Background: an optimization exercise with open tools, aiming at small area and a short achievable clock period. Do not read the settings as production practice. RTL that was checked went through simulation tests only; none was proved equivalent to the original.

==> inputs of v17 <==
## fft_power_peak
module fft_power_peak #(
    parameter  int N          = 8,
    parameter  int DATA_WIDTH = 16,
    localparam int BIN_W      = $clog2(N),
    localparam int PWR_W      = 2 * DATA_WIDTH + 1
) (
    input  logic                         clk,
    input  logic                         rst_n,
    input  logic signed [DATA_WIDTH-1:0] in_real,
    input  logic signed [DATA_WIDTH-1:0] in_imag,
    input  logic                         in_valid,
    input  logic                         clear,
    input  logic        [PWR_W-1:0]      thresh,
    output logic                         peak_over,
    output logic        [PWR_W-1:0]      pwr_out,
    output logic        [BIN_W-1:0]      pwr_bin,
    output logic                         pwr_valid,
    output logic        [PWR_W-1:0]      peak_pwr,
    output logic        [BIN_W-1:0]      peak_bin,
    output logic                         peak_valid,
    output logic        [15:0]           frame_cnt,
    output logic        [1:0]            dbg_state
);
export LEC_CHECK = 0
export CAP_MARGIN = 20
export CORE_MARGIN = 2
export CORE_UTILIZATION = 40
export SETUP_SLACK_MARGIN = 4.0
export SLEW_MARGIN = 20
export SYNTH_HIERARCHICAL = 1
export SYNTH_MINIMUM_KEEP_SIZE = 0
create_clock -name core_clock -period 7.5 [get_ports {clk}]
standard.sh (not shown) runs the stock make flow with config.mk's settings and CLKGATE_MAP_FILE= SYNTH_SCRIPT=/design/flow/synth_recipe.tcl, a recipe that flattens the netlist after the stock synthesis.
==> flow/flow/run.sh <==
#!/bin/bash
# Layout flow: the standard flow (standard synthesis, floorplan, place, CTS, route,
# finish) unchanged, except that
#  - the port buffers are the platform's plain buf_1 cell instead of the resizer's default
#    pick (repair_design and repair_timing still resize them);
#  - CTS builds the tree from clkbuf_4 and clkbuf_8 cells, clusters up to 12 sinks per
#    leaf buffer and
#    adds no dummy load cells.
set -euo pipefail
export BUFFER_PORTS_ARGS="-buffer_cell sky130_fd_sc_hd__buf_1"
export CTS_ARGS="-sink_clustering_enable -repair_clock_nets -buf_list {sky130_fd_sc_hd__clkbuf_4 sky130_fd_sc_hd__clkbuf_8} -sink_clustering_size 12 -sink_clustering_max_diameter 50 -dont_use_dummy_load"
bash standard.sh finish > standard.log 2>&1
==> v7 (differences from v17) <==
--- a/flow/design.v
+++ b/flow/design.v
@@ -1230,11 +1230,15 @@
     assign peak_valid = r_rep;
     assign peak_pwr   = {1'b0, r_peak_pwr};
     assign w_beat   = pwr_valid & ~clear;
     assign w_bin0   = (pwr_bin == 3'd0);
     assign w_bin7   = (pwr_bin == 3'd7);
-    fpp_gt32 u_gt (.a(r_pwr), .b(r_run_pwr), .gt(w_gt));
+    always_comb begin
+        w_gt = 1'b0;
+        for (int i = 0; i < 32; i++)
+            w_gt = (r_pwr[i] & ~r_run_pwr[i]) | ((r_pwr[i] | ~r_run_pwr[i]) & w_gt);
+    end
     assign w_take   = w_beat & (r_run ? w_gt : w_bin0);
     assign w_report = w_beat & r_run & w_bin7;
     assign w_nxt_pwr = w_take ? r_pwr   : r_run_pwr;
     assign w_nxt_bin = w_take ? pwr_bin : r_run_bin;
     always_ff @(posedge clk) begin
@@ -1260,15 +1264,13 @@
     end
     always_ff @(posedge clk or negedge rst_n) begin
         if (!rst_n) begin
             peak_over <= 1'b0;
         end else if (r_rep) begin
-            peak_over <= ~w_thr_gt;
+            peak_over <= ({1'b0, r_peak_pwr} >= thresh);
         end
     end
-    logic w_thr_gt;
-    fpp_gt33 u_thr (.a(thresh), .b({1'b0, r_peak_pwr}), .gt(w_thr_gt));
 endmodule
 module fpp_fa (
     input  logic a,
     input  logic b,
     input  logic c,
@@ -1276,26 +1278,8 @@
     output logic co
 );
     assign s  = a ^ b ^ c;
     assign co = (a & b) | (c & (a ^ b));
 endmodule
-module fpp_gt32 (
-    input  logic [31:0] a,
-    input  logic [31:0] b,
-    output logic        gt
-);
-    always_comb begin
-        gt = 1'b0;
-        for (int i = 0; i < 32; i++)
-            gt = (a[i] & ~b[i]) | ((a[i] | ~b[i]) & gt);
-    end
-endmodule
-module fpp_gt33 (
-    input  logic [32:0] a,
-    input  logic [32:0] b,
-    output logic        gt
-);
-    assign gt = a > b;
-endmodule
 module fpp_cpa (input logic [31:0] a, input logic [31:0] b, output logic [31:0] y);
     assign y = a + b;
 endmodule
==> flow/flow/run.sh (replaced) <==
#!/bin/bash
# Layout flow: the standard flow (standard synthesis, floorplan, place, CTS, route,
# finish) unchanged, except that the port buffers are the platform's plain buf_1 cell
# instead of the resizer's default pick; repair_design and repair_timing still resize them.
set -euo pipefail
export BUFFER_PORTS_ARGS="-buffer_cell sky130_fd_sc_hd__buf_1"
bash standard.sh finish > standard.log 2>&1
--- a/flow/config.mk
+++ b/flow/config.mk
@@ -6,9 +6,9 @@
 export NUM_CORES = 4
 export LEC_CHECK = 0
 export CAP_MARGIN = 20
 export CORE_MARGIN = 2
 export CORE_UTILIZATION = 40
-export SETUP_SLACK_MARGIN = 4.0
+export SETUP_SLACK_MARGIN = 4.2
 export SLEW_MARGIN = 20
 export SYNTH_HIERARCHICAL = 1
 export SYNTH_MINIMUM_KEEP_SIZE = 0
==> v25 (differences from v17) <==
==> flow/flow/run.sh (replaced) <==
#!/bin/bash
# Layout flow: the standard flow (standard synthesis, floorplan, place, CTS, route,
# finish) unchanged, except that the port buffers are the platform's plain buf_1 cell
# instead of the resizer's default pick; repair_design and repair_timing still resize them.
set -euo pipefail
export BUFFER_PORTS_ARGS="-buffer_cell sky130_fd_sc_hd__buf_1"
bash standard.sh finish > standard.log 2>&1
--- a/flow/config.mk
+++ b/flow/config.mk
@@ -6,9 +6,10 @@
 export NUM_CORES = 4
 export LEC_CHECK = 0
 export CAP_MARGIN = 20
 export CORE_MARGIN = 2
 export CORE_UTILIZATION = 40
+export CTS_BUF_LIST = sky130_fd_sc_hd__clkbuf_4
 export SETUP_SLACK_MARGIN = 4.0
 export SLEW_MARGIN = 20
 export SYNTH_HIERARCHICAL = 1
 export SYNTH_MINIMUM_KEEP_SIZE = 0
==> v5 (differences from v17) <==
==> flow/flow/run.sh (replaced) <==
#!/bin/bash
# Layout flow: the standard flow (standard synthesis, floorplan, place, CTS, route,
# finish) unchanged, except that the port buffers are the platform's plain buf_1 cell
# instead of the resizer's default pick; repair_design and repair_timing still resize them.
set -euo pipefail
export BUFFER_PORTS_ARGS="-buffer_cell sky130_fd_sc_hd__buf_1"
bash standard.sh finish > standard.log 2>&1
--- a/flow/config.mk
+++ b/flow/config.mk
@@ -6,9 +6,10 @@
 export NUM_CORES = 4
 export LEC_CHECK = 0
 export CAP_MARGIN = 20
 export CORE_MARGIN = 2
 export CORE_UTILIZATION = 40
-export SETUP_SLACK_MARGIN = 4.0
+export CTS_BUF_LIST = sky130_fd_sc_hd__clkbuf_4
+export SETUP_SLACK_MARGIN = 3.8
 export SLEW_MARGIN = 20
 export SYNTH_HIERARCHICAL = 1
 export SYNTH_MINIMUM_KEEP_SIZE = 0
==> results.sh <==
export IMPL_crit_buf_inv=1
export IMPL_rsz0062_at_grt="yes"
export IMPL_cp_depth=12
export IMPL_clock_area_share_pct=4.19
export IMPL_whs_path_depth=1
export IMPL_dieHeight_um=203
export IMPL_r2r_slack_ps=4110
export IMPL_grt_pass1_wl_um=68000
export IMPL_multiInputGateArea_mm2=0.0110
export IMPL_status="finished clean"
export IMPL_die_x_um=203
export IMPL_worstPathRequired_ps=7880
export IMPL_grt_usage_pct=20.9
export IMPL_wire_per_inst_um=18.8
The numbers above come from v7.

==> results.sh <==
export IMPL_status="finished clean"
export IMPL_die_x_um=197
export IMPL_rsz0062_at_grt="no"
export IMPL_whs_path_depth=2
export IMPL_r2r_slack_ps=4180
export IMPL_wire_per_inst_um=17.2
export IMPL_grt_pass1_wl_um=59900
export IMPL_grt_usage_pct=19.7
The numbers above come from v25.

==> results.sh <==
export IMPL_r2r_slack_ps=3900
export IMPL_grt_usage_pct=19.8
export IMPL_status="finished clean"
export IMPL_rsz0062_at_grt="yes"
export IMPL_crit_buf_inv=1
export IMPL_grt_pass1_wl_um=60200
export IMPL_dieHeight_um=197
export IMPL_wire_per_inst_um=17.3
The numbers above come from v5.

==> results.sh <==
export IMPL_wire_per_inst_um=17.5
export IMPL_grt_pass1_wl_um=59000
export IMPL_whs_ps=426
export IMPL_crit_buf_inv=1
export IMPL_status="finished clean"
export IMPL_die_x_um=197
export IMPL_cp_depth=6
export IMPL_r2r_slack_ps=4140
export IMPL_worstPathRequired_ps=7890
export IMPL_dieHeight_um=197
export IMPL_pg_clk_mw=0.675
export IMPL_synth_edff_count=0
export IMPL_rsz0062_at_grt="no"
export IMPL_multiInputGateArea_mm2=0.00980
The numbers above come from v17.

Only the layout flow was run in v7; the RTL was not checked for function there.

## port drivers added, routing unchanged
The results above use ideal ports. As a check the final layouts listed here were re-extracted and re-timed, cells and wires unchanged.
Step 1, drivers: a clkbuf_16 drives clk and a buf_2 each remaining input, both assumed.
Step 2 moves the port delays by t, midway between the first and last clock arrival at a register: inputs arrive t later, outputs are due t later. That takes back most of the time a late clock gives input paths.
Slacks: ideal ports / drivers / drivers and shift; pairs: ideal ports / drivers.
run	t (ns)	setup WS [ns]	worst slew at a driven data input, ns
v17	0.576	4.020 / 4.032 / 3.457	0.06
v7	0.568	4.105 / 4.105 / 3.562	0.05
v25	0.735	3.980 / 4.007 / 3.272	0.06
v5	0.720	3.766 / 3.784 / 3.064	0.05
After both steps setup and hold are still met in every run listed. The setup slack of v25, which loses most, moves by +0.027 ns with the drivers and by -0.708 ns with both steps.
